This is an optimization exercise on Yosys and OpenROAD, whose aim is small area, not a production implementation. RTL that was checked went through simulation tests only; none was proved equivalent to the original. No functional check of the RTL was part of run 6. Power figures rest on the tool's default switching activity, not on a simulated workload.

[flow/design.v]
`default_nettype none
package sampler_pkg;
    localparam int N_CH            = 16;   
    localparam int WINDOW          = 64;   
    localparam int SYNC_STAGES_DEF = 2;    
    typedef logic [N_CH-1:0] ch_bits_t;
    typedef logic [WINDOW-1:0] window_t;
    typedef window_t [N_CH-1:0] frame_t;
    typedef struct packed {
        logic   ready;   
        frame_t frame;   
    } capture_t;
endpackage
`default_nettype wire
`timescale 1ns/10ps
`default_nettype none
module pulse_sync (
    input  logic clk_500,
    input  logic rst,
    input  logic pulse_n,   
    output logic det_n      
);
    logic s0_q;    
    logic s1_q;    
    logic s2_q;    
    logic s3_q;    
    logic s4_nq;   
    always_ff @(posedge clk_500) begin
        s0_q  <= ~(rst | pulse_n);
        s1_q  <= s0_q;
        s2_q  <= s1_q;
        s3_q  <= s2_q;
        s4_nq <= ~s3_q;
    end
    assign det_n = ~(s3_q & s4_nq);
endmodule
`default_nettype wire
`timescale 1ns/10ps
`default_nettype none
module window_shifter (
    input  logic                  clk_500,
    input  logic                  rst,
    input  sampler_pkg::ch_bits_t det_n,    
    output logic [sampler_pkg::N_CH*sampler_pkg::WINDOW-1:0] window_n,   
    output logic [7:1]            lo_q,     
    output logic [9:1]            hi_q      
);
    localparam int W = sampler_pkg::WINDOW;
    logic [sampler_pkg::N_CH*W-1:0] hist_nq;   
    always_ff @(posedge clk_500) begin
        for (int c = 0; c < sampler_pkg::N_CH; c++) begin
            hist_nq[c*W +: W] <= {det_n[c], hist_nq[c*W+1 +: W-1]};
        end
    end
    assign window_n = hist_nq;
    always_ff @(posedge clk_500) begin
        if (rst) begin
            lo_q <= '0;
            hi_q <= '0;
        end else begin
            lo_q <= lo_q[7] ? 7'd0 : {lo_q[6:1], 1'b1};
            hi_q <= hi_q | ({hi_q[8:1], 1'b1} & {9{lo_q[7]}});
        end
    end
endmodule
`default_nettype wire
`timescale 1ns/10ps
`default_nettype none
module event_capture (
    input  logic                  clk_500,
    input  logic                  rst,
    input  logic [7:1]            lo_q,          
    input  logic [9:1]            hi_q,
    input  logic                  trig,          
    input  logic                  event_saved,   
    output logic                  ready,         
    output logic [sampler_pkg::WINDOW-1:0] take_n   
);
    localparam int W = sampler_pkg::WINDOW;
    logic       reading_q;   
    logic       waiting_q;   
    logic [9:0] ready_q;     
    logic [9:1] hi_d;        
    assign hi_d = hi_q | ({hi_q[8:1], 1'b1} & {9{lo_q[7]}});
    always_ff @(posedge clk_500) begin
        if (rst) begin
            reading_q <= 1'b0;
            waiting_q <= 1'b0;
            ready_q   <= '0;
        end else begin
            reading_q <= trig & ~reading_q & ~waiting_q;
            waiting_q <= reading_q | (waiting_q & ~event_saved);
            ready_q   <= {hi_d, 1'b1} & {10{reading_q}};
        end
    end
    logic [10:0] hi_r;   
    logic [7:0] lo_ge;   
    assign hi_r  = {1'b0, ready_q};
    assign lo_ge = {lo_q, 1'b1};
    for (genvar b = 0; b < W; b++) begin : g_take
        localparam int K = W + 4 - b;   
        assign take_n[b] = ~(hi_r[K/8+1] | (hi_r[K/8] & lo_ge[K%8]));
    end
    assign ready = ready_q[0];
endmodule
`default_nettype wire
`timescale 1ns/10ps
`default_nettype none
module sampler_top (
    input  logic                  clk_500,
    input  logic                  rst,
    input  sampler_pkg::ch_bits_t ch_n,          
    input  logic                  trig,          
    input  logic                  event_saved,   
    output sampler_pkg::capture_t evt            
);
    sampler_pkg::ch_bits_t det_n;   
    logic [sampler_pkg::N_CH*sampler_pkg::WINDOW-1:0] window_n;   
    logic [7:1] lo_q;               
    logic [9:1] hi_q;               
    logic       ready;              
    logic [sampler_pkg::WINDOW-1:0] take_n;   
    for (genvar c = 0; c < sampler_pkg::N_CH; c++) begin : g_sync
        pulse_sync i_pulse_sync (
            .clk_500 (clk_500),
            .rst     (rst),
            .pulse_n (ch_n[c]),
            .det_n   (det_n[c])
        );
    end
    window_shifter i_window_shifter (
        .clk_500  (clk_500),
        .rst      (rst),
        .det_n    (det_n),
        .window_n (window_n),
        .lo_q     (lo_q),
        .hi_q     (hi_q)
    );
    event_capture i_event_capture (
        .clk_500     (clk_500),
        .rst         (rst),
        .lo_q        (lo_q),
        .hi_q        (hi_q),
        .trig        (trig),
        .event_saved (event_saved),
        .ready       (ready),
        .take_n      (take_n)
    );
    logic [sampler_pkg::N_CH*sampler_pkg::WINDOW-1:0] frame;
    for (genvar i = 0; i < sampler_pkg::N_CH*sampler_pkg::WINDOW; i++) begin : g_out
        evt_gate i_evt_gate (
            .win_n  (window_n[i]),
            .take_n (take_n[i % sampler_pkg::WINDOW]),
            .evt    (frame[i])
        );
    end
    assign evt = {ready, frame};
endmodule
`default_nettype wire
`default_nettype none
module evt_gate (
    input  logic win_n,    
    input  logic take_n,   
    output logic evt       
);
    assign evt = ~(win_n | take_n);
endmodule
`default_nettype wire
[flow/flow/run.sh]
#!/bin/bash
# Standard ORFS layout (standard.sh, unchanged synthesis) with three changes:
#  - the port buffers are the smallest buffer (buf_1) instead of the delay
#    buffer buffer_ports picks by default;
#  - pins may sit one routing track apart, so a small square die fits all
#    1045 ports;
#  - CTS uses clkbuf_8 with larger sink clusters and inserts no dummy loads.
# Each ORFS step logs to orfs/logs/; make's own output goes to standard.log.
set -uo pipefail
export BUFFER_PORTS_ARGS="-buffer_cell sky130_fd_sc_hd__buf_1"
export PLACE_PINS_ARGS="-min_distance 1 -min_distance_in_tracks"
export CTS_ARGS="-sink_clustering_enable -repair_clock_nets -dont_use_dummy_load -buf_list {sky130_fd_sc_hd__clkbuf_8} -sink_clustering_size 21 -sink_clustering_max_diameter 48"
bash standard.sh > standard.log 2>&1
[flow/standard.sh]
#!/bin/bash
# synth_recipe.tcl (not shown) runs the flow's synth.tcl, then flattens the netlist and writes it again
# the make line also repeats each setting of config.mk as NAME=value (left out here)
make -C /OpenROAD-flow-scripts/flow DESIGN_CONFIG=/design/flow/config.mk WORK_HOME=/design/flow/orfs CLKGATE_MAP_FILE= SYNTH_SCRIPT=/design/flow/synth_recipe.tcl "${@:-finish}"
[flow/config.mk]
export PLATFORM = sky130hd
export DESIGN_NAME = sampler_top
export DESIGN_NICKNAME = sampler_top
export VERILOG_FILES = /design/flow/design.v
export SDC_FILE = /design/flow/constraint.sdc
export NUM_CORES = 4
export LEC_CHECK = 0
export ABC_AREA = 1
export ABC_CLOCK_PERIOD_IN_PS = 100000
export CAP_MARGIN = 20
export CORE_AREA = 2 2 214 214
export DIE_AREA = 0 0 216 216
export SETUP_SLACK_MARGIN = 0.05
export SLEW_MARGIN = 20
export SYNTH_HIERARCHICAL = 1
[flow/constraint.sdc]
create_clock -name core_clock -period 3.0 [get_ports {clk_500}]
set_input_delay 0.6000 -clock core_clock [delete_from_list [all_inputs] [get_ports {clk_500}]]
set_output_delay 0.6000 -clock core_clock [all_outputs]
set_load 0.01 [all_outputs]
==> run summary, run 1 <==
* Outcome: timing/DRC/antenna clean
* Clk sinks at roughly 1.1k
* Synth async-reset ratio at 0%
* Synth area leader: dfxtp_1
* Routed vias at 21.1k
* # DRC at 0
* Critical Path Slowest Stage Cell: dfxtp_2
* Chip height at around 220 µm
* CTS tree: built
* Slew Limit Fails at 0
* Core area at between 40,000 and 50,000 µm²
* Most numerous cell on the critical path: nor2_1
* Setup bufs post-CTS at 0
* H-tree Lvls at 3
* GP Congestion at 1.02
* Initial cell density of the core at 62.3%
* Hold Fails Final Rpt at 0
* First drt pass iteration count at 7
* Layout net count at about 3.5k
* Fraction of the yosys area taken by sequential cells at between 80% and 90%
* DRT iter0 DRCs at ~1.9k
* Detail Route Antenna Nets at 0
* Setup tns final at 0 ps
* Layout area overhead at 21.5%
* Synth Flop Type: dfxtp_1
* Crit-path max cell delay at around 590 ps
* Antenna violations before repair at 7
* CTS root buf: clkbuf_8
* Syn Area/Cell at 11.6 µm²
* Crit Path Max Fanout at 16
* Routed WL per cell at between 20 and 25 µm
* Top cell type's share of synthesized area at around 82%
* Mapped Nets at roughly 2.4k
* Vias per cell at about 5
* Top area cells in the synthesized netlist: dfxtp_1, nor2_1, a21oi_1, buf_6, inv_1
* Buf/Inv on CP at 2
* Clock latency on the worst-skew pair at between 600 and 700 ps
* Synth cell count leaders: dfxtp_1, nor2_1, a21oi_1
* Post-synth cell types at 18
* Slew margin rel. at between 40% and 50%
* Final setup margin at between 150 and 200 ps
* Endpoints failing setup at 0
* Cell with the most instances after synthesis: dfxtp_1
* Dpl ws at about 630 ps
* Tmin final at 2850 ps
* Max-Cap Viols at 0
* Delay-heaviest family, CP: flip-flops
* Vias in the first global route at roughly 20k
* Reg clk slew, reported paths at roughly 120 ps
* Worst Tran Pin Value at about 780 ps
* PortBufs at ~1.0k
* Fin crit share at between 90% and 100%
* Power per cell area at 668 nW/µm²
* Number of synthesized register bits at approximately 1.1k
* Syn. warnings at 9
* Hold Path Class: in -> reg
* DIE AREA at 46,700 µm²
* Post-Route Skew at roughly 77 ps
* Chip Width at roughly 220 µm
* GRT Util Overall at 38.5%
* Lkg Pwr at 13.0 nW
* RSZ-0062 raised after global routing: false
* Startpoint types: register
* Crit path kind: reg -> out
* Ports at ~1.0k
* Post-synth EDFFs at 0
* Final WL at 90.3 mm
* Num CTS Buffers at a little over 70
* CP required at between 2000 and 2500 ps
* Rows at 77
* Crit path DAT at about 2300 ps
* Type of destination of the critical path: output pin
* Grt ovf at 0
* Largest net degree at the start of global routing at 28
* Fraction of layout cells with a size suffix above 1 at 4.78%
* Max IR drop VDD at about 600 µV
* Placed wire-length estimate at between 60 and 70 mm
* Critical-path cell list: nor2_1, buf_4, nor2_1, buf_1
* Mapped Cells at 2,369
* Max Fclk at around 350 MHz
* CTS Buffer Depth at 3
* First-pass GRT wire length at 130 mm
* FILL cells at ~3.3k
* Synth Cell Area at between 20,000 and 30,000 µm²
## cells by family (layout without fill, tap and decap cells)
group,after synthesis,after routing,share of synthesized area [%]
simple gates,1097,1097,15.1
flops,1132,1132,82.1
buf+inv,68,1215,1.45
other cells,0,8,0
compound gates,72,72,1.32
## modules after synthesis (local to each module, per instance)
module,cell area [µm²],cells inside,flip-flops and latches
event_capture,923,134,12
evt_gate,3.75,1,0
pulse_sync,111,8,5
sampler_top,7.51,1,0
window_shifter,21000,1082,1040
## per-stage QoR
stage                     instances  hold WS (ps)  power, mW  area, µm²  utilization, %
after global placement         4036           310       16.3      32400            73.2
after global routing           4110          23.8       23.1      33500            75.6
after floorplan                2369           310       16.2      27600               -
after detailed placement       4036           312       16.3      32400            73.2
after CTS                      4108          15.4       22.4      33500            75.5
final                          4116          54.2       22.4      33500            75.6
## final cells by class
class                      instances  area, µm²  share of cell area, %
antenna                            8       20.0                 0.0597
clock buffer                      72        991                   2.96
inverter                          42        160                  0.478
multi-input combinational       1169       4580                   13.7
sequential                      1132      22700                   67.7
tap                              592        741                   2.21
timing repair buffer            1101       4350                   13.0
## registers in the layout (all words and copies together), names as in the netlist
name,flops
g_sync.i_pulse_sync.s3_q,16
g_sync.i_pulse_sync.s0_q,16
g_sync.i_pulse_sync.s1_q,16
i_event_capture.ready_q,10
g_sync.i_pulse_sync.s4_nq,16
i_event_capture.waiting_q,1
i_window_shifter.hist_nq,1024
i_event_capture.reading_q,1
g_sync.i_pulse_sync.s2_q,16
i_window_shifter.lo_q,7
i_window_shifter.hi_q,9
## per-layer routing
| metal | vias up | global-route usage [%] | wire length [µm] |
|---|---|---|---|
| met2 | 1355 | 56.4 | 39800 |
| met4 | 0 | 30.4 | 8320 |
| li1 | 9482 | - | - |
| met1 | 9800 | 41.0 | 30700 |
| met3 | 507 | 21.4 | 11500 |
| met5 | - | 0.208 | 0 |
## worst register-to-register path, delay by kind of cell, from the launching register on
kind / cells / cell delay [ps]
buffers and inverters: 1 / 140
DFF: 1 / 590
and+or+nand+nor: 2 / 120
## where the power goes
group | switching, mW | internal, mW | total (mW)
logic | 0.0332 | 0.0291 | 0.0623
registers | 0.364 | 15.6 | 16.0
clock network | 4.19 | 2.17 | 6.36
total | 4.58 | 17.8 | 22.4
## final timing paths
path                                                     from                            end  slack, ps  depth (start not counted)
worst max-delay path               i_event_capture.ready_q[4]                       evt[100]        150                          4
worst min-delay path                                  ch_n[9]    g_sync[9].i_pulse_sync.s0_q         50                          2
worst max register to register       i_window_shifter.lo_q[7]       i_window_shifter.lo_q[2]       2010                          3
worst min register to register  i_window_shifter.hist_nq[149]  i_window_shifter.hist_nq[148]        270                          0
## placed cells by master (no fill, tap or decap)
cell      count
dfxtp_1    1124
nor2_1     1044
buf_1      1040
clkbuf_8     72
a21oi_1      64
buf_4        57
inv_1        41
nand2_1      34
nor2_2       14
diode_2       8
a21oi_2       8
dfxtp_2       7
clkbuf_2      4
nand2_4       1
nand3_1       1
or2_2         1
nor2_8        1
inv_4         1
nor2_4        1
dfxtp_4       1
## timing repair
item                                    4_1_cts  5_1_grt
endpoints found under the setup margin      118      156
gates resized for setup                       8       18
hold buffers                                  0        0
==> run 2, diff against run 1 <==
--- a/flow/design.v
+++ b/flow/design.v
@@ -43,7 +43,8 @@
     input  sampler_pkg::ch_bits_t det_n,    
     output logic [sampler_pkg::N_CH*sampler_pkg::WINDOW-1:0] window_n,   
     output logic [7:1]            lo_q,     
-    output logic [9:1]            hi_q      
+    output logic [9:1]            hi_q,     
+    output logic [9:1]            hi_d      
 );
     localparam int W = sampler_pkg::WINDOW;
     logic [sampler_pkg::N_CH*W-1:0] hist_nq;   
@@ -53,13 +54,14 @@
         end
     end
     assign window_n = hist_nq;
+    assign hi_d = hi_q | ({hi_q[8:1], 1'b1} & {9{lo_q[7]}});
     always_ff @(posedge clk_500) begin
         if (rst) begin
             lo_q <= '0;
             hi_q <= '0;
         end else begin
             lo_q <= lo_q[7] ? 7'd0 : {lo_q[6:1], 1'b1};
-            hi_q <= hi_q | ({hi_q[8:1], 1'b1} & {9{lo_q[7]}});
+            hi_q <= hi_d;
         end
     end
 endmodule
@@ -70,7 +72,7 @@
     input  logic                  clk_500,
     input  logic                  rst,
     input  logic [7:1]            lo_q,          
-    input  logic [9:1]            hi_q,
+    input  logic [9:1]            hi_d,          
     input  logic                  trig,          
     input  logic                  event_saved,   
     output logic                  ready,         
@@ -80,8 +82,6 @@
     logic       reading_q;   
     logic       waiting_q;   
     logic [9:0] ready_q;     
-    logic [9:1] hi_d;        
-    assign hi_d = hi_q | ({hi_q[8:1], 1'b1} & {9{lo_q[7]}});
     always_ff @(posedge clk_500) begin
         if (rst) begin
             reading_q <= 1'b0;
@@ -118,6 +118,7 @@
     logic [sampler_pkg::N_CH*sampler_pkg::WINDOW-1:0] window_n;   
     logic [7:1] lo_q;               
     logic [9:1] hi_q;               
+    logic [9:1] hi_d;               
     logic       ready;              
     logic [sampler_pkg::WINDOW-1:0] take_n;   
     for (genvar c = 0; c < sampler_pkg::N_CH; c++) begin : g_sync
@@ -134,13 +135,14 @@
         .det_n    (det_n),
         .window_n (window_n),
         .lo_q     (lo_q),
-        .hi_q     (hi_q)
+        .hi_q     (hi_q),
+        .hi_d     (hi_d)
     );
     event_capture i_event_capture (
         .clk_500     (clk_500),
         .rst         (rst),
         .lo_q        (lo_q),
-        .hi_q        (hi_q),
+        .hi_d        (hi_d),
         .trig        (trig),
         .event_saved (event_saved),
         .ready       (ready),
==> run 2 against run 1 <==
Via count grew 0.14%; sequential power about the same; clock power is 0.6% higher; clock skew decreased by 23 ps; synthesized cell count increased by 0.17%; count of clock-buffer cells in the layout stayed put; die area unchanged; non-clock buffer count up 4.
==> run summary, run 2 <==
* CTS Buffer Depth at 3 (unchanged)
* Slew Limit Fails at 0 (unchanged)
* Final setup margin at 126 ps (-23.7 ps)
* Layout net count at 3,546 (+0.23%)
* Crit-path max cell delay at 490 ps (-100 ps)
* Net Sw Frac at 20.6% (+0.10 points)
* Routed vias at 21.2k (+0.14%)
* Fraction of the yosys area taken by sequential cells at 82.1% (about the same)
* Cell-internal power at 17.8 mW (about the same)
* Detail Route Antenna Nets at 0 (unchanged)
* # DRC at 0 (unchanged)
* Delay-heaviest family, CP: buffers and inverters
* Antenna violations before repair at 4 (-3)
* H-tree Lvls at 3 (unchanged)
* Vias in the first global route at 20.5k (+0.81%)
* Grt ovf at 0 (unchanged)
* Top area cells in the synthesized netlist: dfxtp_1, nor2_1, a21oi_1, nand2_1, buf_6
* Top cell type's share of synthesized area at 82.1% (about the same)
* Syn. warnings at 9 (unchanged)
* Synth async-reset ratio at 0% (unchanged)
* First drt pass iteration count at 8 (+1)
* Buf/Inv on CP at 3 (+1)
* CTS root buf: clkbuf_8
* GRT Util Overall at 38.5% (about the same)
* Max-Cap Viols at 0 (unchanged)
* Rows at 77 (unchanged)
* GP Congestion at 1.02 (+0.49%)
* Clk sinks at 1,132 (unchanged)
* FILL cells at 3,212 (-1.4%)
* Post-Route Skew at 54.3 ps (-23.0 ps)
* Crit path DAT at 2270 ps (+20 ps)
* RSZ-0062 raised after global routing: false
* Endpoints failing setup at 0 (unchanged)
* Clock network fraction of total power at 28.5% (about the same)
* Dpl ws at 600 ps (-26.7 ps)
* Vias per cell at 5.14 (about the same)
* Combinational Power Share at 0.3% (about the same)
* Synth Cell Area at 27,600 µm² (about the same)
* Reg clk slew, reported paths at 120 ps (about the same)
* DRT iter0 DRCs at 1,834 (-3.6%)
* Most frequent cells in the layout: dfxtp_1, nor2_1, buf_1, clkbuf_8, buf_4
* Outcome: timing/DRC/antenna clean
* Final WL at 92.1 mm (+2.1%)
* Tmin final at 2870 ps (+23.7 ps)
* Setup bufs post-CTS at 0 (unchanged)
* Power per cell area at 667 nW/µm² (-0.17%)
* Setup tns final at 0 ps (unchanged)
* Critical Path Slowest Stage Cell: dfxtp_2
* Syn Area/Cell at 11.6 µm² (-0.14%)
* Lkg Pwr at 13.1 nW (+1.1%)
* Core area at 44,300 µm² (unchanged)
* Slew margin rel. at 47.0% (-1.1 points)
* Clock latency on the worst-skew pair at 680 ps (about the same)
* Number of synthesized register bits at 1,132 (unchanged)
* Ports at 1,045 (unchanged)
* CTS tree: built
* Mapped Cells at 2,373 (+0.17%)
* Sw Pwr at 4.61 mW (+0.65%)
* Largest net degree at the start of global routing at 32 (+14%)
* Hold Path Class: in -> reg
* Largest Register: i_window_shifter.hist_nq
* Post-synth EDFFs at 0 (unchanged)
* Synth area leader: dfxtp_1
* Max IR drop VDD at 579 µV (-2.9%)
* Fin crit share at 95.8% (+0.79 points)
* PortBufs at 1,044 (unchanged)
* Post-synth cell types at 16 (-2)
* Most numerous cell on the critical path: buf_4
* Initial cell density of the core at 62.3% (about the same)
* Cell with the most instances after synthesis: dfxtp_1
* Reg power frac at 71.1% (-0.2 points)
* Num CTS Buffers at 72 (unchanged)
* Fraction of layout cells with a size suffix above 1 at 5.25% (+0.47 points)
* Mapped Nets at 2,393 (+0.17%)
* Most common cell after layout, fill and taps aside: dfxtp_1
* Chip Width at 216 µm (unchanged)
* Crit Path Max Fanout at 16 (unchanged)
* Max Fclk at 348 MHz (-0.83%)
* CTS Hold Bufs at 0 (unchanged)
* Layout area overhead at 21.8%
* DIE AREA at 46,700 µm² (unchanged)
* Critical-path cell list: buf_4, a21oi_1, buf_4, nor2_1, buf_1
* Final Non-Filler Cells at 4,120 (+0.097%)
* Max FFs per register at 1,024 (unchanged)
* CP required at 2400 ps (about the same)
* Type of destination of the critical path: output pin
* Synth cell count leaders: dfxtp_1, nor2_1, a21oi_1
* Post-Place Cells at 4,044 (+0.20%)
* Worst Tran Pin Value at 795 ps (+16.5 ps)
* Routed WL per cell at 22.4 µm (+2.0%)
* Startpoint types: register
* Chip height at 216 µm (unchanged)
* Hold Fails Final Rpt at 0 (unchanged)
* First-pass GRT wire length at 131 mm (+0.48%)
* Placed wire-length estimate at 67.2 mm (+2.1%)
* Synth Flop Type: dfxtp_1
* Crit path kind: reg -> out
==> run 2: cell types whose count changed after synthesis, sizes merged, moves of 2 or more <==
cell | previous run | this run
nor2 | 1060 | 1065
clkbuf | 3 | 1
nand2 | 35 | 46
a21oi | 72 | 65
inv | 42 | 38
buf | 23 | 25
==> run 2: layout make-up <==
class / count / area [µm²] / share of cell area, %
clock buffers: 72 / 991 / 2.95
multi-input cells: 1177 / 4670 / 13.9
flip-flops and latches: 1132 / 22700 / 67.4
well taps: 592 / 741 / 2.20
repair buffers: 1105 / 4400 / 13.1
inverters: 38 / 145 / 0.432
diodes: 4 / 10.0 / 0.0298
==> run 2: stage by stage <==
stage / utilization, % / area [µm²] / hold WS, ps / power (mW)
5_1_grt: 75.9 / 33600 / 27.3 / 23.1
4_1_cts: 75.7 / 33600 / 27.0 / 22.5
2_1_floorplan: - / 27600 / 310 / 16.2
6_report: 75.9 / 33600 / 59.2 / 22.4
3_5_place_dp: 73.3 / 32500 / 312 / 16.4
3_3_place_gp: 73.3 / 32500 / 310 / 16.3
==> run 2: repair_timing <==
action,CTS,global route
endpoints found under the setup margin,203,98
gates cloned,0,0
pin swaps,0,0
gates resized for setup,19,22
==> run 2: logic make-up after synthesis <==
| kind of cell | after synthesis | synth area share (%) |
|---|---|---|
| AOI/OAI and AO/OA | 65 | 1.29 |
| buffers and inverters | 64 | 1.35 |
| DFF | 1132 | 82.1 |
| and+or+nand+nor | 1112 | 15.3 |
==> run 2: path summary, 6_finish.rpt <==
kind	to	slack [ps]	from	cells past startpoint
max reg2reg	i_event_capture.ready_q[2]	1900	i_window_shifter.lo_q[7]	5
max	evt[153]	130	i_event_capture.ready_q[5]	5
min	g_sync[3].i_pulse_sync.s0_q	60	ch_n[3]	2
min reg2reg	i_window_shifter.hist_nq[848]	310	i_window_shifter.hist_nq[849]	0
==> run 2: routing by layer <==
metal	track usage, %	up-vias	routed length (µm)
met3	18.1	484	10900
li1	-	9501	-
met2	59.1	1402	41500
met1	40.8	9783	31500
met4	30.3	4	8150
met5	1.88	-	82
==> run 2: power groups by stage <==
stage	registers [mW]	clock network (mW)	logic [mW]
3_3_place_gp	16.3	0	0.0700
3_5_place_dp	16.3	0	0.0724
5_1_grt	16.0	6.98	0.0810
6_report	16.0	6.40	0.0742
2_1_floorplan	16.1	0	0.0481
4_1_cts	15.9	6.45	0.0737
==> run 2: per-module statistics from Yosys (local to each module, per instance) <==
module	cells inside	cell area (µm²)	flip-flops and latches
pulse_sync	8	111	5
sampler_top	1	7.51	0
event_capture	128	892	12
evt_gate	1	3.75	0
window_shifter	1092	21100	1040
==> run 3, diff against run 2 <==
--- a/flow/flow/run.sh
+++ b/flow/flow/run.sh
@@ -9,5 +9,6 @@
 set -uo pipefail
 export BUFFER_PORTS_ARGS="-buffer_cell sky130_fd_sc_hd__buf_1"
 export PLACE_PINS_ARGS="-min_distance 1 -min_distance_in_tracks"
+export GPL_KEEP_OVERFLOW=0
 export CTS_ARGS="-sink_clustering_enable -repair_clock_nets -dont_use_dummy_load -buf_list {sky130_fd_sc_hd__clkbuf_8} -sink_clustering_size 21 -sink_clustering_max_diameter 48"
 bash standard.sh > standard.log 2>&1
==> run 3 against run 2 <==
Flip-flop and latch count stayed put; fmax is 0.71% higher; die area stayed put; clock power is 0.9% lower; synthesized cell count stayed put; wire length is 1.9% lower; core utilization is 0.40 points lower; via count is 2.7% lower; first-iteration DRC count is 16% lower; non-clock buffer count is 52 lower; worst setup slack better by 20 ps; count of clock-buffer cells in the layout is 2 lower.
==> run summary, run 3 <==
* DIE AREA at 46,700 µm² (unchanged)
* CTS root buf: clkbuf_8
* Vias in the first global route at 20.0k (-2.3%)
* Crit path DAT at 2250 ps (-20 ps)
* CTS tree: built
* Most frequent cells in the layout: dfxtp_1, nor2_1, buf_1, clkbuf_8, nand2_1
* DRT iter0 DRCs at 1,539 (-16%)
* Mapped Nets at 2,393 (unchanged)
* Clk sinks at 1,132 (unchanged)
* Reg clk slew, reported paths at 110 ps (about the same)
* Max Fclk at 350 MHz (+0.71%)
* Reg2Reg Depth at 4 (-1)
* First-pass GRT wire length at 126 mm (-3.8%)
* Crit-path max cell delay at 750 ps (+260 ps)
* Final WL at 90.4 mm (-1.9%)
* H-tree Lvls at 3 (unchanged)
* Grt ovf at 0 (unchanged)
* Post-synth cell types at 16 (unchanged)
* Worst Hold Depth at 2 (unchanged)
* Max FFs per register at 1,024 (unchanged)
* RSZ-0062 raised after global routing: true
* CTS Buffer Depth at 3 (unchanged)
* Type of destination of the critical path: output pin
* Delay-heaviest family, CP: compound AO/OA/AOI/OAI gates
* Slew margin rel. at 38.1% (-9.0 points)
* Fin crit share at 95.1% (-0.67 points)
* Chip height at 216 µm (unchanged)
* R2R Setup Slk at 2030 ps (+130 ps)
* Synth Cell Area at 27,600 µm² (unchanged)
* Post-synth EDFFs at 0 (unchanged)
* Layout net count at 3,492 (-1.5%)
* Top cell type's share of synthesized area at 82.1% (unchanged)
* GP Congestion at 1.02 (+0.31%)
* Ports at 1,045 (unchanged)
* Placed wire-length estimate at 66.1 mm (-1.6%)
* Post-Route Skew at 43.2 ps (-11.0 ps)
* Fraction of layout cells with a size suffix above 1 at 4.99% (-0.26 points)
* Rows at 77 (unchanged)
* Cell with the most instances after synthesis: dfxtp_1
* Synth area leader: dfxtp_1
* Final setup margin at 147 ps (+20.2 ps)
* Crit path kind: reg -> out
* Routed vias at 20.6k (-2.7%)
* Synth async-reset ratio at 0% (unchanged)
* Endpoints failing setup at 0 (unchanged)
* Num CTS Buffers at 70 (-2.8%)
* Setup bufs post-CTS at 0 (unchanged)
* # DRC at 0 (unchanged)
* Setup tns final at 0 ps (unchanged)
* Worst Tran Pin Value at 929 ps (+134 ps)
* Slew Limit Fails at 0 (unchanged)
* Antenna violations before repair at 4 (unchanged)
* Lkg Pwr at 12.9 nW (-1.5%)
* Outcome: timing/DRC/antenna clean
* GRT Util Overall at 37.2% (-1.3 points)
* Synth Flop Type: dfxtp_1
* Hold Startpoint: ch_n[5]
* Number of synthesized register bits at 1,132 (unchanged)
* Core area at 44,300 µm² (unchanged)
* Routed WL per cell at 22.2 µm (-0.64%)
* Vias per cell at 5.07 (-1.4%)
* Syn Area/Cell at 11.6 µm² (unchanged)
* Critical R2R Launch: i_window_shifter.lo_q[7]
* Largest net degree at the start of global routing at 29 (-9.4%)
* Detail Route Antenna Nets at 0 (unchanged)
* Tmin final at 2850 ps (-20.2 ps)
* Chip Width at 216 µm (unchanged)
* Worst Hold Endpoint: g_sync[5].i_pulse_sync.s0_q
* Startpoint types: register
* Hold Fails Final Rpt at 0 (unchanged)
* Mapped Cells at 2,373 (unchanged)
* Dpl ws at 372 ps (-228 ps)
* Top area cells in the synthesized netlist: dfxtp_1, nor2_1, a21oi_1, nand2_1, buf_6
* Critical Path Slowest Stage Cell: a21oi_2
* Clock latency on the worst-skew pair at 680 ps (about the same)
* Crit Path Max Fanout at 16 (unchanged)
* CP required at 2400 ps (about the same)
* Synth cell count leaders: dfxtp_1, nor2_1, a21oi_1
* Largest Register: i_window_shifter.hist_nq
* Syn. warnings at 9 (unchanged)
* Hold Path Class: in -> reg
* RR Endpoint: i_event_capture.ready_q[3]
* Critical-path cell list: a21oi_2, nor2_1, buf_1
* Core Util, Final at 75.5% (-0.40 points)
* PortBufs at 1,044 (unchanged)
* Max IR drop VDD at 582 µV (+0.50%)
* Max-Cap Viols at 0 (unchanged)
* Power per cell area at 668 nW/µm² (+0.16%)
* Initial cell density of the core at 62.3% (unchanged)
* Layout area overhead at 21.2%
* CTS Hold Bufs at 0 (unchanged)
* Fraction of the yosys area taken by sequential cells at 82.1% (unchanged)
* First drt pass iteration count at 7 (-1)
* Buf/Inv on CP at 1 (-2)
* Most common cell after layout, fill and taps aside: dfxtp_1
[run 3: repair_timing]
item / CTS / global route
setup endpoints to repair: 640 / 185
gates resized for setup: 36 / 19
hold endpoints to repair: 0 / 0
[run 3: worst max-delay path by stage]
stage | endpoint | start | slack [ps] | cells past startpoint
6_report | evt[877] | i_event_capture.ready_q[2] | 150 | 3
5_1_grt | evt[49] | i_event_capture.ready_q[2] | -9 | 3
4_1_cts | evt[944] | i_window_shifter.lo_q[4] | 10 | 3
3_5_place_dp | evt[330] | i_event_capture.ready_q[7] | 370 | 3
3_3_place_gp | evt[125] | i_window_shifter.lo_q[7] | -9 | 3
2_1_floorplan | evt[150] | i_event_capture.ready_q[6] | 1050 | 4
[run 3: per-module statistics from Yosys (local to each module, per instance)]
module	copies in the design	cells	flip-flops and latches
sampler_top	1	1	0
window_shifter	1	1092	1040
event_capture	1	128	12
pulse_sync	16	8	5
evt_gate	1024	1	0
[run 3: layout make-up]
cell class                      instances  area (µm²)
Inverter                               38         145
Multi-Input combinational cell       1177        4860
Clock buffer                           70         963
Antenna cell                            5        12.5
Timing Repair Buffer                 1053        4040
Fill cell                            3268       10900
Tap cell                              592         741
Sequential cell                      1132       22700
[run 3: per-layer routing]
metal | global-route usage [%] | vias up | part of all wire [%]
li1 | - | 9389 | -
met1 | 39.0 | 9526 | 34
met2 | 56.8 | 1244 | 45
met3 | 16.4 | 444 | 11
met4 | 32.4 | 4 | 9.6
met5 | 1.88 | - | 0.13
[run 3: where the power goes]
group	switching, mW	internal, mW
combinational	0.0307	0.0304
sequential	0.343	15.6
clock	4.22	2.12
[run 3: cell families (layout without fill, tap and decap cells)]
group / Yosys count / after routing / synth area share, %
DFF: 1132 / 1132 / 82.1
and+or+nand+nor: 1112 / 1112 / 15.3
AOI/OAI and AO/OA: 65 / 65 / 1.29
buffers and inverters: 64 / 1161 / 1.35
other: 0 / 5 / 0
[run 3: per-stage QoR]
stage	hold WS, ps	power, mW	std cells	area (µm²)
after floorplan	310	16.2	2373	27600
after global placement	310	16.3	3983	32000
after detailed placement	312	16.3	3992	32300
after CTS	33.9	22.4	4062	33400
after global routing	42.2	23.0	4067	33400
final	72.7	22.3	4067	33400
==> run 4, diff against run 3 <==
--- a/flow/flow/run.sh
+++ b/flow/flow/run.sh
@@ -1,9 +1,11 @@
 #!/bin/bash
-# Standard ORFS layout (standard.sh, unchanged synthesis) with three changes:
+# Standard ORFS layout (standard.sh, unchanged synthesis) with four changes:
 #  - the port buffers are the smallest buffer (buf_1) instead of the delay
 #    buffer buffer_ports picks by default;
 #  - pins may sit one routing track apart, so a small square die fits all
 #    1045 ports;
+#  - timing-driven global placement does not keep the buffers its internal
+#    repair_design inserts (later repair steps fix any real violation);
 #  - CTS uses clkbuf_8 with larger sink clusters and inserts no dummy loads.
 # Each ORFS step logs to orfs/logs/; make's own output goes to standard.log.
 set -uo pipefail
==> run 4 against run 3 <==
Worst setup slack stayed put; highest routed layer unchanged; fmax stayed put; synthesized area unchanged; final cell count stayed put; count of clock-buffer cells in the layout unchanged; core utilization did not move; still clean on timing, DRC and antenna; power did not move; critical path type unchanged; sequential power hardly changed; via count unchanged; wire length is the same; non-clock buffer count stayed put; die area stayed put.
==> run summary, run 4 <==
* Reg2Reg Depth at 4 (unchanged)
* CTS tree: built
* Fraction of layout cells with a size suffix above 1 at 4.99% (unchanged)
* Post-Route Skew at 43.2 ps (unchanged)
* First-pass GRT wire length at 126 mm (unchanged)
* Max FFs per register at 1,024 (unchanged)
* Clock network fraction of total power at 28.4% (about the same)
* Synth area leader: dfxtp_1
* Largest Register: i_window_shifter.hist_nq
* Crit Path Max Fanout at 16 (unchanged)
* Ports at 1,045 (unchanged)
* Routed vias at 20.6k (unchanged)
* FILL cells at 3,268 (unchanged)
* Largest net degree at the start of global routing at 29 (unchanged)
* Mapped Nets at 2,393 (unchanged)
* GP Congestion at 1.02 (unchanged)
* Hold Path Class: in -> reg
* Grt ovf at 0 (unchanged)
* Type of destination of the critical path: output pin
* Core area at 44,300 µm² (unchanged)
* Met2 Use GR at 56.8% (unchanged)
* Clock latency on the worst-skew pair at 680 ps (about the same)
* # DRC at 0 (unchanged)
* Routed WL per cell at 22.2 µm (unchanged)
* Endpoints failing setup at 0 (unchanged)
* Layout net count at 3,492 (unchanged)
* Syn Area/Cell at 11.6 µm² (unchanged)
* Tmin final at 2850 ps (unchanged)
* Final Power at 22.3 mW (unchanged)
* Synth cell count leaders: dfxtp_1, nor2_1, a21oi_1
* Met1 usage at 39.0% (unchanged)
* Reg power frac at 71.4% (about the same)
* Synth Cell Area at 27,600 µm² (unchanged)
* Slew margin rel. at 38.1% (unchanged)
* Top cell type's share of synthesized area at 82.1% (unchanged)
* R2R Setup Slk at 2030 ps (about the same)
* Num CTS Buffers at 70 (unchanged)
* Most common cell after layout, fill and taps aside: dfxtp_1
* Post-synth cell types at 16 (unchanged)
* CTS root buf: clkbuf_8
* Placed wire-length estimate at 66.1 mm (unchanged)
* Vias per cell at 5.07 (unchanged)
* DIE AREA at 46,700 µm² (unchanged)
* Fin crit share at 95.1% (unchanged)
* Outcome: timing/DRC/antenna clean
* Cell-internal power at 17.8 mW (unchanged)
* Initial cell density of the core at 62.3% (unchanged)
* Max-Cap Viols at 0 (unchanged)
* H-tree Lvls at 3 (unchanged)
* DRT iter0 DRCs at 1,539 (unchanged)
* Chip Width at 216 µm (unchanged)
* Cell with the most instances after synthesis: dfxtp_1
* Rows at 77 (unchanged)
* Reg clk slew, reported paths at 110 ps (about the same)
* Power per cell area at 668 nW/µm² (unchanged)
* Sw Pwr at 4.59 mW (unchanged)
* Fraction of the yosys area taken by sequential cells at 82.1% (unchanged)
* Critical R2R Launch: i_window_shifter.lo_q[7]
* Crit path DAT at 2250 ps (about the same)
* Layout area overhead at 21.2% (unchanged)
* Syn. warnings at 9 (unchanged)
* First drt pass iteration count at 7 (unchanged)
* Max Fclk at 350 MHz (unchanged)
* Number of synthesized register bits at 1,132 (unchanged)
* Startpoint types: register
* Fin area at 33,400 µm² (unchanged)
* Mapped Cells at 2,373 (unchanged)
* Post-synth EDFFs at 0 (unchanged)
* GRT Util Overall at 37.2% (unchanged)
* Antenna violations before repair at 4 (unchanged)
* Slew Limit Fails at 0 (unchanged)
* Hold Fails Final Rpt at 0 (unchanged)
* Chip height at 216 µm (unchanged)
* Clk sinks at 1,132 (unchanged)
* Most frequent cells in the layout: dfxtp_1, nor2_1, buf_1, clkbuf_8, nand2_1
* Grt met3 use at 16.4% (unchanged)
* Final hold slack at 72.7 ps (unchanged)
* Lkg Pwr at 12.9 nW (unchanged)
* CTS Hold Bufs at 0 (unchanged)
* Top area cells in the synthesized netlist: dfxtp_1, nor2_1, a21oi_1, nand2_1, buf_6
* Hold Startpoint: ch_n[5]
* PortBufs at 1,044 (unchanged)
* Detail Route Antenna Nets at 0 (unchanged)
* Worst Hold Depth at 2 (unchanged)
* Worst Tran Pin Value at 929 ps (unchanged)
* CTS Buffer Depth at 3 (unchanged)
* Net Sw Frac at 20.6% (unchanged)
* Combinational Power Share at 0.3% (about the same)
* Crit path kind: reg -> out
* Synth async-reset ratio at 0% (unchanged)
* RR Endpoint: i_event_capture.ready_q[3]
* Final WL at 90.4 mm (unchanged)
* Synth Flop Type: dfxtp_1
* GRT busiest layer: met2
* RSZ-0062 raised after global routing: true
* CP required at 2400 ps (about the same)
* Vias in the first global route at 20.0k (unchanged)
* Worst Hold Endpoint: g_sync[5].i_pulse_sync.s0_q
* Max IR drop VDD at 582 µV (unchanged)
* Dpl cell area at 32,300 µm² (unchanged)
## run 4: cell counts after synthesis
No cell type changed its count.
## run 4: per-module statistics from Yosys, one instance, submodules excluded
module,cells,times used
sampler_top,1,1
evt_gate,1,1024
event_capture,128,1
window_shifter,1092,1
pulse_sync,8,16
## run 4: through the flow
stage	util, %	TNS, ps	setup WS, ps	instances
finish	75.5	0	147	4067
global route	75.5	-8.67	-8.67	4067
CTS	75.3	0	9.81	4062
detailed placement	72.9	0	372	3992
global placement	72.3	-16.0	-8.95	3983
floorplan	-	0	1050	2373
## run 4: worst max-delay path by stage
stage	cells after the start	end	from	slack, ps
global placement	3	evt[125]	i_window_shifter.lo_q[7]	-9
finish	3	evt[877]	i_event_capture.ready_q[2]	150
detailed placement	3	evt[330]	i_event_capture.ready_q[7]	370
global route	3	evt[49]	i_event_capture.ready_q[2]	-9
floorplan	4	evt[150]	i_event_capture.ready_q[6]	1050
CTS	3	evt[944]	i_window_shifter.lo_q[4]	10
## run 4: repair_timing
item,CTS,global route
setup endpoints to repair,640,185
gates resized for setup,36,19
setup buffers,0,0
endpoints found under the hold margin,0,0
## run 4: worst max-delay path, cell delays in order (launching register included)
cell	delay, ps
dfxtp_2	520
a21oi_2	750
nor2_1	150
buf_1	170
## run 4: power by group through the flow
| stage | Sequential [mW] | Clock (mW) | Combinational (mW) |
|---|---|---|---|
| after floorplan | 16.1 | 0 | 0.0481 |
| after global placement | 16.3 | 0 | 0.0557 |
| after detailed placement | 16.3 | 0 | 0.0610 |
| after CTS | 15.9 | 6.38 | 0.0616 |
| after global routing | 16.0 | 6.91 | 0.0669 |
| final | 15.9 | 6.34 | 0.0611 |
## run 4: kinds of logic (layout without fill, tap and decap cells)
family / count (synthesis) / count (layout) / synth area share [%]
flops: 1132 / 1132 / 82.1
buf+inv: 64 / 1161 / 1.35
other cells: 0 / 5 / 0
compound gates: 65 / 65 / 1.29
simple gates: 1112 / 1112 / 15.3
## run 4: area by class of cell
type | instances | area, µm² | area share, %
Antenna cell | 5 | 12.5 | 0.0374
Clock buffer | 70 | 963 | 2.88
Inverter | 38 | 145 | 0.434
Multi-Input combinational cell | 1177 | 4860 | 14.5
Sequential cell | 1132 | 22700 | 67.8
Tap cell | 592 | 741 | 2.21
Timing Repair Buffer | 1053 | 4040 | 12.1
## run 4: per-layer routing
metal	up-vias	part of all wire, %
met4	4	9.6
met2	1244	45
met1	9526	34
met3	444	11
met5	-	0.13
li1	9389	-
==> run 5, diff against run 4 <==
--- a/flow/config.mk
+++ b/flow/config.mk
@@ -10,6 +10,5 @@
 export CAP_MARGIN = 20
 export CORE_AREA = 2 2 214 214
 export DIE_AREA = 0 0 216 216
-export SETUP_SLACK_MARGIN = 0.05
 export SLEW_MARGIN = 20
 export SYNTH_HIERARCHICAL = 1
==> run 5 against run 4 <==
Wire length about the same; core utilization decreased by 0.088 points; sequential power about the same; clock skew decreased by 1.8 ps; largest power group unchanged.
==> run summary, run 5 <==
* First drt pass iteration count at 8 (+1)
* Final Power at 22.3 mW (about the same)
* Chip height at 216 µm (unchanged)
* Max IR drop VDD at 583 µV (about the same)
* Top area cells in the synthesized netlist: dfxtp_1, nor2_1, a21oi_1, nand2_1, buf_6
* H-tree Lvls at 3 (unchanged)
* Synth area leader: dfxtp_1
* Fin crit share at 96.3% (+1.2 points)
* Placed wire-length estimate at 66.1 mm (unchanged)
* Fraction of the yosys area taken by sequential cells at 82.1% (unchanged)
* Post-synth cell types at 16 (unchanged)
* Post-Route Skew at 41.4 ps (-1.83 ps)
* Dpl ws at 372 ps (unchanged)
* Hold Fails Final Rpt at 0 (unchanged)
* Delay-heaviest family, CP: flip-flops
* Slew Limit Fails at 0 (unchanged)
* Outcome: timing/DRC/antenna clean
* Crit Path Max Fanout at 16 (unchanged)
* Top cell type's share of synthesized area at 82.1% (unchanged)
* Critical-path cell list: a21oi_2, nor2_1, buf_1
* Dpl cell area at 32,300 µm² (unchanged)
* Mapped Nets at 2,393 (unchanged)
* Synth cell count leaders: dfxtp_1, nor2_1, a21oi_1
* DIE AREA at 46,700 µm² (unchanged)
* Post-Place Cells at 3,992 (unchanged)
* Synth Cell Area at 27,600 µm² (unchanged)
* First-pass GRT wire length at 126 mm (about the same)
* Core Util, Final at 75.4% (-0.088 points)
* Syn. warnings at 9 (unchanged)
* Final hold slack at 73.4 ps (+0.742 ps)
* CTS Buffer Depth at 3 (unchanged)
* # DRC at 0 (unchanged)
* Slew margin rel. at 39.1% (+1.1 points)
* Core area at 44,300 µm² (unchanged)
* Crit path DAT at 2290 ps (+40 ps)
* Final WL at 90.3 mm (about the same)
* Tmin final at 2890 ps (+36.9 ps)
* Syn Area/Cell at 11.6 µm² (unchanged)
* Num CTS Buffers at 70 (unchanged)
* Largest Register: i_window_shifter.hist_nq
* Setup bufs post-CTS at 0 (unchanged)
* Worst Tran Pin Value at 913 ps (-16.1 ps)
* GP Congestion at 1.02 (unchanged)
* Layout area overhead at 21.0%
* Fin area at 33,400 µm² (-0.12%)
* Detail Route Antenna Nets at 0 (unchanged)
* Clock latency on the worst-skew pair at 670 ps (about the same)
* Cell with the most instances after synthesis: dfxtp_1
* Largest net degree at the start of global routing at 29 (unchanged)
* Mapped Cells at 2,373 (unchanged)
* DRT iter0 DRCs at 1,656 (+7.6%)
* Vias in the first global route at 20.0k (-0.18%)
* PortBufs at 1,044 (unchanged)
* Post-synth EDFFs at 0 (unchanged)
* Fraction of layout cells with a size suffix above 1 at 4.90% (-0.086 points)
* Vias per cell at 5.05 (-0.26%)
* Final Non-Filler Cells at 4,067 (unchanged)
* Antenna violations before repair at 5 (+1)
* GRT Util Overall at 37.2% (+0.040 points)
* CTS Hold Bufs at 0 (unchanged)
* Chip Width at 216 µm (unchanged)
* Layout net count at 3,492 (unchanged)
* Hold Path Class: in -> reg
* Routed vias at 20.6k (-0.26%)
* CTS root buf: clkbuf_8
* Max-Cap Viols at 0 (unchanged)
* Most frequent cells in the layout: dfxtp_1, nor2_1, buf_1, clkbuf_8
* Setup tns final at 0 ps (unchanged)
* CTS tree: built
* Power per cell area at 669 nW/µm² (about the same)
* Max FFs per register at 1,024 (unchanged)
* Startpoint types: register
* Number of synthesized register bits at 1,132 (unchanged)
* Rows at 77 (unchanged)
* Ports at 1,045 (unchanged)
* Most common cell after layout, fill and taps aside: dfxtp_1
* Lkg Pwr at 12.9 nW (-0.14%)
* Cts repair resizes at 30 (-17%)
* Clk sinks at 1,132 (unchanged)
* Initial cell density of the core at 62.3% (unchanged)
* Reg clk slew, reported paths at 110 ps (about the same)
* Crit-path max cell delay at 670 ps (-80 ps)
* Endpoints failing setup at 0 (unchanged)
* Type of destination of the critical path: output pin
* Critical Path Slowest Stage Cell: dfxtp_2
* Crit path kind: reg -> out
* Buf/Inv on CP at 1 (unchanged)
* Synth Flop Type: dfxtp_1
* CP required at 2400 ps (about the same)
* Routed WL per cell at 22.2 µm (about the same)
* Max Fclk at 346 MHz (-1.3%)
* Final setup margin at 110 ps (-36.9 ps)
* Synth async-reset ratio at 0% (unchanged)
* Grt ovf at 0 (unchanged)
run 5: area by class of cell:
type / count / area, µm²
Sequential cell: 1132 / 22700
Fill cell: 3275 / 10900
Multi-Input combinational cell: 1177 / 4830
Timing Repair Buffer: 1053 / 4030
Clock buffer: 70 / 963
Tap cell: 592 / 741
Inverter: 38 / 145
Antenna cell: 5 / 12.5
run 5: metal layers:
metal / GRT usage (%) / wire (µm) / up-vias
met5: 0.729 / 43 / -
met4: 32.1 / 8610 / 2
met3: 16.4 / 10100 / 428
met2: 56.9 / 40300 / 1205
met1: 39.2 / 31300 / 9526
li1: - / - / 9393
run 5: path summary, 6_finish.rpt:
path	startpoint	to	slack [ps]	cells after the start
hold reg to reg	g_sync[10].i_pulse_sync.s2_q	g_sync[10].i_pulse_sync.s3_q	300	0
hold / removal	ch_n[2]	g_sync[2].i_pulse_sync.s0_q	70	2
setup / recovery	i_event_capture.ready_q[4]	evt[287]	110	3
setup reg to reg	i_window_shifter.lo_q[7]	i_event_capture.ready_q[3]	2020	4
run 5: report_power, final:
part           internal, mW  switching, mW  total (mW)  leakage (nW)
sequential             15.6          0.344        15.9          9.35
clock                  2.12           4.21        6.33         0.503
combinational        0.0303         0.0308      0.0611          3.03
run 5: logic make-up after synthesis:
kind of cell | synth area share, %
AOI/OAI and AO/OA | 1.29
DFF | 82.1
and+or+nand+nor | 15.3
buffers and inverters | 1.35
run 5: Yosys stat by module, one instance, submodules excluded:
| module | area [µm²] | flip-flops and latches |
|---|---|---|
| event_capture | 892 | 12 |
| evt_gate | 3.75 | 0 |
| pulse_sync | 111 | 5 |
| sampler_top | 7.51 | 0 |
| window_shifter | 21100 | 1040 |
==> run 6, diff against run 5 <==
--- a/flow/design.v
+++ b/flow/design.v
@@ -76,7 +76,7 @@
     input  logic                  trig,          
     input  logic                  event_saved,   
     output logic                  ready,         
-    output logic [sampler_pkg::WINDOW-1:0] take_n   
+    output logic [9:0]            ready_age      
 );
     localparam int W = sampler_pkg::WINDOW;
     logic       reading_q;   
@@ -93,15 +93,25 @@
             ready_q   <= {hi_d, 1'b1} & {10{reading_q}};
         end
     end
+    assign ready     = ready_q[0];
+    assign ready_age = ready_q;
+endmodule
+`default_nettype wire
+`default_nettype none
+module take_mask (
+    input  logic [9:0]                     ready_age,   
+    input  logic [7:1]                     lo_q,        
+    output logic [sampler_pkg::WINDOW-1:0] take_n       
+);
+    localparam int W = sampler_pkg::WINDOW;
     logic [10:0] hi_r;   
-    logic [7:0] lo_ge;   
-    assign hi_r  = {1'b0, ready_q};
+    logic [7:0]  lo_ge;  
+    assign hi_r  = {1'b0, ready_age};
     assign lo_ge = {lo_q, 1'b1};
     for (genvar b = 0; b < W; b++) begin : g_take
         localparam int K = W + 4 - b;   
         assign take_n[b] = ~(hi_r[K/8+1] | (hi_r[K/8] & lo_ge[K%8]));
     end
-    assign ready = ready_q[0];
 endmodule
 `default_nettype wire
 `timescale 1ns/10ps
@@ -120,7 +130,8 @@
     logic [9:1] hi_q;               
     logic [9:1] hi_d;               
     logic       ready;              
-    logic [sampler_pkg::WINDOW-1:0] take_n;   
+    logic [9:0] ready_age;          
+    logic [sampler_pkg::WINDOW-1:0] take_n [2];   
     for (genvar c = 0; c < sampler_pkg::N_CH; c++) begin : g_sync
         pulse_sync i_pulse_sync (
             .clk_500 (clk_500),
@@ -146,13 +157,20 @@
         .trig        (trig),
         .event_saved (event_saved),
         .ready       (ready),
-        .take_n      (take_n)
+        .ready_age   (ready_age)
     );
+    for (genvar h = 0; h < 2; h++) begin : g_mask
+        take_mask i_take_mask (
+            .ready_age (ready_age),
+            .lo_q      (lo_q),
+            .take_n    (take_n[h])
+        );
+    end
     logic [sampler_pkg::N_CH*sampler_pkg::WINDOW-1:0] frame;
     for (genvar i = 0; i < sampler_pkg::N_CH*sampler_pkg::WINDOW; i++) begin : g_out
         evt_gate i_evt_gate (
             .win_n  (window_n[i]),
-            .take_n (take_n[i % sampler_pkg::WINDOW]),
+            .take_n (take_n[i / (sampler_pkg::N_CH*sampler_pkg::WINDOW/2)][i % sampler_pkg::WINDOW]),
             .evt    (frame[i])
         );
     end
==> flow/flow/run.sh (replaced) <==
#!/bin/bash
# Standard ORFS layout (standard.sh, unchanged synthesis) with three changes:
#  - the port buffers are the smallest buffer (buf_1) instead of the delay
#    buffer buffer_ports picks by default;
#  - pins may sit one routing track apart, so a small square die fits all
#    1045 ports;
#  - CTS uses clkbuf_8 with larger sink clusters and inserts no dummy loads.
# Each ORFS step logs to orfs/logs/; make's own output goes to standard.log.
set -uo pipefail
export BUFFER_PORTS_ARGS="-buffer_cell sky130_fd_sc_hd__buf_1"
export PLACE_PINS_ARGS="-min_distance 1 -min_distance_in_tracks"
export CTS_ARGS="-sink_clustering_enable -repair_clock_nets -dont_use_dummy_load -buf_list {sky130_fd_sc_hd__clkbuf_8} -sink_clustering_size 21 -sink_clustering_max_diameter 48"
bash standard.sh > standard.log 2>&1
--- a/flow/config.mk
+++ b/flow/config.mk
@@ -10,5 +10,6 @@
 export CAP_MARGIN = 20
 export CORE_AREA = 2 2 214 214
 export DIE_AREA = 0 0 216 216
+export SETUP_SLACK_MARGIN = 0.05
 export SLEW_MARGIN = 20
 export SYNTH_HIERARCHICAL = 1
==> run 6 against run 5 <==
Still clean; first-iteration DRC count increased by 1.8%; flip-flop and latch count unchanged; final cell count increased by 1.7%; clock skew increased by 37 ps; worst setup slack improved by 22 ps; critical path depth increased by 1; via count increased by 5.4%; power about the same; critical endpoint is now evt[297]; largest power group unchanged.
==> run summary, run 6 <==
* Syn Area/Cell at 11.4 µm² (-1.7%)
* Sw Pwr at 4.57 mW (-0.30%)
* Critical-path cell list: buf_4, a21oi_1, nor2_1, buf_1
* Hold Path Class: in -> reg
* Combinational Power Share at 0.3% (about the same)
* RSZ-0062 raised after global routing: true
* Initial cell density of the core at 63.4% (+1.2 points)
* Chip height at 216 µm (unchanged)
* Tmin final at 2870 ps (-22.0 ps)
* Cell-internal power at 17.8 mW (about the same)
* Most common cell after layout, fill and taps aside: dfxtp_1
* Met2 routed WL at 42.0 mm (+4.3%)
* Max Fclk at 349 MHz (+0.77%)
* Num CTS Buffers at 70 (unchanged)
* Routed WL per cell at 22.7 µm (+2.2%)
* GP Congestion at 1.03 (about the same)
* Synth area leader: dfxtp_1
* Synth cell count leaders: dfxtp_1, nor2_1, a21oi_1
* Synth async-reset ratio at 0% (unchanged)
* Layout net count at 3,568 (+2.2%)
* Top cell type's share of synthesized area at 80.6% (-1.5 points)
* Max-Cap Viols at 0 (unchanged)
* Type of destination of the critical path: output pin
* CTS Buffer Depth at 3 (unchanged)
* Post-synth cell types at 17 (+1)
* Post-synth EDFFs at 0 (unchanged)
* First-pass GRT wire length at 133 mm (+5.2%)
* Final Power at 22.3 mW (about the same)
* # DRC at 0 (unchanged)
* Clock latency on the worst-skew pair at 650 ps (-20 ps)
* RR Endpoint: i_event_capture.ready_q[6]
* Placed wire-length estimate at 68.3 mm (+3.3%)
* Number of synthesized register bits at 1,132 (unchanged)
* Final Non-Filler Cells at 4,138 (+1.7%)
* DIE AREA at 46,700 µm² (unchanged)
* Dpl ws at 454 ps (+81.9 ps)
* Largest Register: i_window_shifter.hist_nq
* Top area cells in the synthesized netlist: dfxtp_1, nor2_1, a21oi_1, buf_6, nand2_1
* Vias per cell at 5.24 (+3.6%)
* Max IR drop VDD at 706 µV (+21%)
* CTS tree: built
* Final setup margin at 132 ps (+22.0 ps)
* Hold Fails Final Rpt at 0 (unchanged)
* Core area at 44,300 µm² (unchanged)
* Fin crit share at 95.6% (-0.73 points)
* Mapped Nets at 2,479 (+3.6%)
* Slew Limit Fails at 0 (unchanged)
* Outcome: timing/DRC/antenna clean
* Reg clk slew, reported paths at 120 ps (about the same)
* H-tree Lvls at 3 (unchanged)
* Reg power frac at 71.5% (about the same)
* Setup tns final at 0 ps (unchanged)
* Final WL at 93.9 mm (+4.0%)
* Top sig layer: met5
* ANT cells at 0 (-5)
* Startpoint types: register
* DRT iter0 DRCs at 1,686 (+1.8%)
* Detail Route Antenna Nets at 0 (unchanged)
* Worst Tran Pin Value at 913 ps (-0.420 ps)
* GRT Util Overall at 39.3% (+2.1 points)
* Setup bufs post-CTS at 0 (unchanged)
* Clock network fraction of total power at 28.2% (about the same)
* Max FFs per register at 1,024 (unchanged)
* Rows at 77 (unchanged)
* Critical R2R Launch: i_window_shifter.lo_q[7]
* PortBufs at 1,044 (unchanged)
* CP startpoint: i_window_shifter.lo_q[3]
* CP endpoint: evt[297]
* Worst Hold Depth at 2 (unchanged)
* Antenna violations before repair at 0 (-5)
* Slew margin rel. at 39.2% (about the same)
* Ports at 1,045 (unchanged)
* Lkg Pwr at 12.9 nW (+0.46%)
* Endpoints failing setup at 0 (unchanged)
* Fraction of the yosys area taken by sequential cells at 80.6% (-1.5 points)
* Chip Width at 216 µm (unchanged)
* R2R Setup Slk at 1670 ps (-350 ps)
* Crit path DAT at 2270 ps (-20 ps)
* Post-Place Cells at 4,068 (+1.9%)
* Vias in the first global route at 20.9k (+4.5%)
* Routed vias at 21.7k (+5.4%)
* Clk sinks at 1,132 (unchanged)
* Cell with the most instances after synthesis: dfxtp_1
* Critical Path Slowest Stage Cell: dfxtp_2
* Crit path kind: reg -> out
* Synth Cell Area at 28,100 µm² (+1.9%)
* Mapped Cells at 2,459 (+3.6%)
* Power per cell area at 665 nW/µm² (-0.60%)
* Fraction of layout cells with a size suffix above 1 at 4.03% (-0.87 points)
* Post-Route Skew at 78.5 ps (+37.1 ps)
* Layout area overhead at 19.5%
* Net Sw Frac at 20.5% (-0.046 points)
* Reg2Reg Depth at 5 (+1)
* CTS root buf: clkbuf_8
* Syn. warnings at 11 (+2)
* First drt pass iteration count at 6 (-2)
* CP required at 2400 ps (about the same)
* Grt ovf at 0 (unchanged)
* Routed met3 length at 10.7 mm (+5.5%)
* Largest net degree at the start of global routing at 37 (+28%)
* Synth Flop Type: dfxtp_1
* Wl on met1 at 31.3 mm (about the same)
* Crit-path max cell delay at 590 ps (-80 ps)
* Crit Path Max Fanout at 9 (-7)
* Most frequent cells in the layout: dfxtp_1, nor2_1, buf_1, a21oi_1, clkbuf_8
==> run 6: layout make-up <==
cell class              instances  area (µm²)
multi-input cells            1241        4930
flip-flops and latches       1132       22700
fillers                      3178       10700
inverters                      38         145
well taps                     592         741
clock buffers                  70         963
repair buffers               1065        4120
==> run 6: what timing repair did <==
action                                  CTS  global route
endpoints found under the hold margin     0             0
gates resized for setup                   7            20
hold buffers                              0             0
endpoints found under the setup margin  379            64
==> run 6: logic make-up after synthesis <==
logic type             after synthesis  share of synthesized area [%]
AO/OA/AOI/OAI                      121                           2.31
buffers and inverters               86                           1.99
flip-flops                        1132                           80.6
AND/OR/NAND/NOR                   1120                           15.1
==> run 6: power groups by stage <==
stage	Combinational (mW)	Sequential [mW]	Clock, mW
finish	0.0652	16.0	6.30
global route	0.0715	16.0	6.93
CTS	0.0647	15.9	6.34
detailed placement	0.0643	16.3	0
global placement	0.0613	16.3	0
floorplan	0.0568	16.1	0
==> run 6: stage by stage <==
step	util [%]	hold slack [ps]	cell area, µm²
after floorplan	-	310	28100
after global placement	73.5	310	32600
after detailed placement	73.5	312	32600
after CTS	75.7	44.6	33500
after global routing	75.8	49.2	33600
final	75.8	79.3	33600
==> run 6: how the worst min path moves through the flow <==
stage	start	end	slack, ps
3_5_place_dp	g_sync[14].i_pulse_sync.s2_q	g_sync[14].i_pulse_sync.s3_q	310
4_1_cts	ch_n[7]	g_sync[7].i_pulse_sync.s0_q	40
6_report	ch_n[12]	g_sync[12].i_pulse_sync.s0_q	80
3_3_place_gp	g_sync[6].i_pulse_sync.s1_q	g_sync[6].i_pulse_sync.s2_q	310
2_1_floorplan	g_sync[0].i_pulse_sync.s0_q	g_sync[0].i_pulse_sync.s1_q	310
5_1_grt	ch_n[12]	g_sync[12].i_pulse_sync.s0_q	50
==> run 6: critical path: cells and delay by family (launching register included) <==
kind	cells	cell delay [ps]
buffers and inverters	2	650
DFF	1	590
AOI/OAI and AO/OA	1	220
and+or+nand+nor	1	150
==> run 6: modules after synthesis (local to each module, per instance) <==
module          times used  cell area [µm²]
evt_gate              1024             3.75
event_capture            1              383
pulse_sync              16              111
sampler_top              1             7.51
window_shifter           1            21100
take_mask                2              512
==> run 6: layer usage <==
metal / vias up / track usage, %
li1: 9656 / -
met1: 10100 / 41.2
met2: 1354 / 59.7
met3: 505 / 16.7
met4: 2 / 36.5
met5: - / 1.25
==> run 7, diff against run 6 <==
--- a/flow/design.v
+++ b/flow/design.v
@@ -71,7 +71,6 @@
 module event_capture (
     input  logic                  clk_500,
     input  logic                  rst,
-    input  logic [7:1]            lo_q,          
     input  logic [9:1]            hi_d,          
     input  logic                  trig,          
     input  logic                  event_saved,   
@@ -152,7 +151,6 @@
     event_capture i_event_capture (
         .clk_500     (clk_500),
         .rst         (rst),
-        .lo_q        (lo_q),
         .hi_d        (hi_d),
         .trig        (trig),
         .event_saved (event_saved),
--- a/flow/flow/run.sh
+++ b/flow/flow/run.sh
@@ -9,5 +9,6 @@
 set -uo pipefail
 export BUFFER_PORTS_ARGS="-buffer_cell sky130_fd_sc_hd__buf_1"
 export PLACE_PINS_ARGS="-min_distance 1 -min_distance_in_tracks"
+export GPL_KEEP_OVERFLOW=0
 export CTS_ARGS="-sink_clustering_enable -repair_clock_nets -dont_use_dummy_load -buf_list {sky130_fd_sc_hd__clkbuf_8} -sink_clustering_size 21 -sink_clustering_max_diameter 48"
 bash standard.sh > standard.log 2>&1
==> run 7 against run 6 <==
Design area fell by 0.41%; worst setup slack got worse by 27 ps; synthesized cell count did not move; clock skew fell by 24 ps; first-iteration DRC count rose by 8.5%; synthesized area did not move; sequential share of layout area rose by 0.34 points; power rose by 0.28%; fmax fell by 0.92%; flip-flop and latch count did not move; core utilization fell by 0.31 points; critical path depth fell by 1; critical endpoint is now evt[159]; largest cell class unchanged.
==> run summary, run 7 <==
* Largest net degree at the start of global routing at 37 (unchanged)
* Buf/Inv on CP at 1 (-1)
* Routed vias at 21.4k (-0.99%)
* Synth cell count leaders: dfxtp_1, nor2_1, a21oi_1
* Placed wire-length estimate at 68.4 mm (+0.24%)
* Fraction of the yosys area taken by sequential cells at 80.6% (unchanged)
* Final hold slack at 50.0 ps (-29.3 ps)
* Initial cell density of the core at 63.4% (unchanged)
* Largest Register: i_window_shifter.hist_nq
* FILL cells at 3,233 (+1.7%)
* Dpl ws at 272 ps (-181 ps)
* DRT iter0 DRCs at 1,829 (+8.5%)
* Antenna violations before repair at 3 (+3)
* H-tree Lvls at 3 (unchanged)
* Fin area at 33,400 µm² (-0.41%)
* CTS tree: built
* CP startpoint: i_window_shifter.lo_q[5]
* Top area cells in the synthesized netlist: dfxtp_1, nor2_1, a21oi_1, buf_6, nand2_1
* Fin crit share at 96.5% (+0.89 points)
* Dpl cell area at 32,400 µm² (-0.41%)
* Worst Hold Endpoint: g_sync[13].i_pulse_sync.s0_q
* Slew margin rel. at 46.0% (+6.9 points)
* Core area at 44,300 µm² (unchanged)
* Crit path DAT at 2290 ps (+20 ps)
* Chip Width at 216 µm (unchanged)
* Layout net count at 3,550 (-0.50%)
* Critical Path Slowest Stage Cell: dfxtp_4
* Crit-path max cell delay at 640 ps (+50 ps)
* Tmin final at 2890 ps (+26.6 ps)
* Max IR drop VDD at 593 µV (-16%)
* Startpoint types: register
* Power per cell area at 669 nW/µm² (+0.69%)
* Critical R2R Launch: i_window_shifter.lo_q[7]
* Final Power at 22.4 mW (+0.28%)
* Syn. warnings at 11 (unchanged)
* Max FFs per register at 1,024 (unchanged)
* Reg2Reg Depth at 4 (-1)
* Reg clk slew, reported paths at 120 ps (about the same)
* Most common cell after layout, fill and taps aside: dfxtp_1
* Crit path kind: reg -> out
* RSZ-0062 raised after global routing: true
* Syn Area/Cell at 11.4 µm² (unchanged)
* Post-synth cell types at 17 (unchanged)
* PortBufs at 1,044 (unchanged)
* Grt ovf at 0 (unchanged)
* Core Util, Final at 75.5% (-0.31 points)
* # DRC at 0 (unchanged)
* Delay-heaviest family, CP: flip-flops
* DIE AREA at 46,700 µm² (unchanged)
* First-pass GRT wire length at 131 mm (-0.85%)
* Vias per cell at 5.20 (-0.58%)
* Synth Cell Area at 28,100 µm² (unchanged)
* Final WL at 94.9 mm (+1.1%)
* CP required at 2400 ps (about the same)
* Worst Hold Depth at 2 (unchanged)
* Clock latency on the worst-skew pair at 670 ps (+20 ps)
* Post-synth EDFFs at 0 (unchanged)
* Clk sinks at 1,132 (unchanged)
* First drt pass iteration count at 8 (+2)
* Rows at 77 (unchanged)
* Fraction of layout cells with a size suffix above 1 at 3.34% (-0.69 points)
* Setup tns final at 0 ps (unchanged)
* GRT Util Overall at 39.3% (about the same)
* Detail Route Antenna Nets at 0 (unchanged)
* Top cell type's share of synthesized area at 80.6% (unchanged)
* CTS root buf: clkbuf_8
* Most frequent cells in the layout: dfxtp_1, nor2_1, buf_1, a21oi_1, clkbuf_8
* Outcome: timing/DRC/antenna clean
* Worst Tran Pin Value at 809 ps (-103 ps)
* Synth async-reset ratio at 0% (unchanged)
* Num CTS Buffers at 71 (+1.4%)
* Slew Limit Fails at 0 (unchanged)
* Hold Path Class: in -> reg
* Layout area overhead at 19.0%
* Chip height at 216 µm (unchanged)
* Type of destination of the critical path: output pin
* GP Congestion at 1.03 (+0.32%)
* Synth Flop Type: dfxtp_1
* Max Fclk at 345 MHz (-0.92%)
* Final Non-Filler Cells at 4,121 (-0.41%)
* Number of synthesized register bits at 1,132 (unchanged)
* Crit Path Max Fanout at 17 (+8)
* Post-Route Skew at 54.2 ps (-24.2 ps)
* Final setup margin at 105 ps (-26.6 ps)
* Vias in the first global route at 20.3k (-2.7%)
* Critical-path cell list: a21oi_1, nor2_1, buf_1
* Hold Fails Final Rpt at 0 (unchanged)
* Cell with the most instances after synthesis: dfxtp_1
* Endpoints failing setup at 0 (unchanged)
* Mapped Cells at 2,459 (unchanged)
* CTS Buffer Depth at 3 (unchanged)
* Hold Startpoint: ch_n[13]
* Max-Cap Viols at 0 (unchanged)
* Lkg Pwr at 12.8 nW (-0.91%)
* Mapped Nets at 2,479 (unchanged)
* RR Endpoint: i_event_capture.ready_q[9]
* Ports at 1,045 (unchanged)
* R2R Setup Slk at 1890 ps (+220 ps)
* Synth area leader: dfxtp_1
* Post-Place Cells at 4,049 (-0.47%)
* Routed WL per cell at 23.0 µm (+1.5%)
[run 7: cell counts after synthesis]
No cell type changed its count.
[run 7: cell type report]
cell class,count,area (µm²),area share [%]
multi-input cells,1241,4910,14.7
repair buffers,1046,3960,11.9
flip-flops and latches,1132,22700,67.9
inverters,38,145,0.434
diodes,1,2.50,0.00748
clock buffers,71,977,2.92
well taps,592,741,2.21
[run 7: cell families (layout without fill, tap and decap cells)]
logic type	count (synthesis)	after routing	synth area share (%)
simple gates	1120	1120	15.1
compound gates	121	121	2.31
other cells	0	1	0
flops	1132	1132	80.6
buf+inv	86	1155	1.99
[run 7: timing repair]
action                     CTS  global route
gates resized for setup     15             6
setup endpoints to repair  375           117
setup buffers                0             0
hold buffers                 0             0
[run 7: worst max path at each step]
stage / cells past startpoint / to / slack (ps)
floorplan: 4 / evt[1000] / 1350
CTS: 3 / evt[66] / 40
finish: 3 / evt[159] / 110
global placement: 3 / evt[69] / -130
detailed placement: 3 / evt[362] / 270
global route: 3 / evt[111] / 30
[run 7: per-module statistics from Yosys, one instance, submodules excluded]
module / cells inside / flops+latches / copies in the design / cell area, µm²
event_capture: 44 / 12 / 1 / 383
pulse_sync: 8 / 5 / 16 / 111
sampler_top: 1 / 0 / 1 / 7.51
evt_gate: 1 / 0 / 1024 / 3.75
take_mask: 85 / 0 / 2 / 512
window_shifter: 1092 / 1040 / 1 / 21100
[run 7: per-layer routing]
layer / vias to the layer above / wire length, µm / track usage [%]
li1: 9634 / - / -
met5: - / 172 / 2.60
met1: 9858 / 31400 / 40.1
met2: 1392 / 42000 / 59.3
met4: 8 / 9980 / 35.8
met3: 556 / 11300 / 18.9
[run 7: power breakdown]
group | switching [mW] | total, mW | internal, mW
Clock | 4.23 | 6.38 | 2.15
Combinational | 0.0294 | 0.0572 | 0.0278
Sequential | 0.350 | 15.9 | 15.6
Total | 4.61 | 22.4 | 17.8

[static timing again, ports no longer ideal]
The results above use ideal ports. As a check the final layouts listed here were re-extracted and re-timed, cells and wires unchanged. Step 1 sets driving cells, clkbuf_16 on the clock port and buf_2 on the other inputs (assumed; they add their load-dependent delay and slew). Step 2 also shifts input and output timing later by t, the mid clock arrival at the registers, as if the neighbouring blocks saw the same clock. Three values: ideal, step 1, step 2; two values: the first two.
run	t (ns)	setup WS [ns]	worst data-port slew with drivers (ns)
run 1	0.706	0.150 / 0.093 / 0.799	0.15
run 2	0.710	0.126 / 0.069 / 0.778	0.16
run 3	0.702	0.147 / 0.090 / 0.792	0.15
run 4	0.702	0.147 / 0.090 / 0.792	0.15
run 5	0.700	0.110 / 0.054 / 0.753	0.11
run 6	0.672	0.132 / 0.076 / 0.748	0.10
run 7	0.706	0.105 / 0.048 / 0.753	0.08
After both steps setup and hold are still met in every run listed.
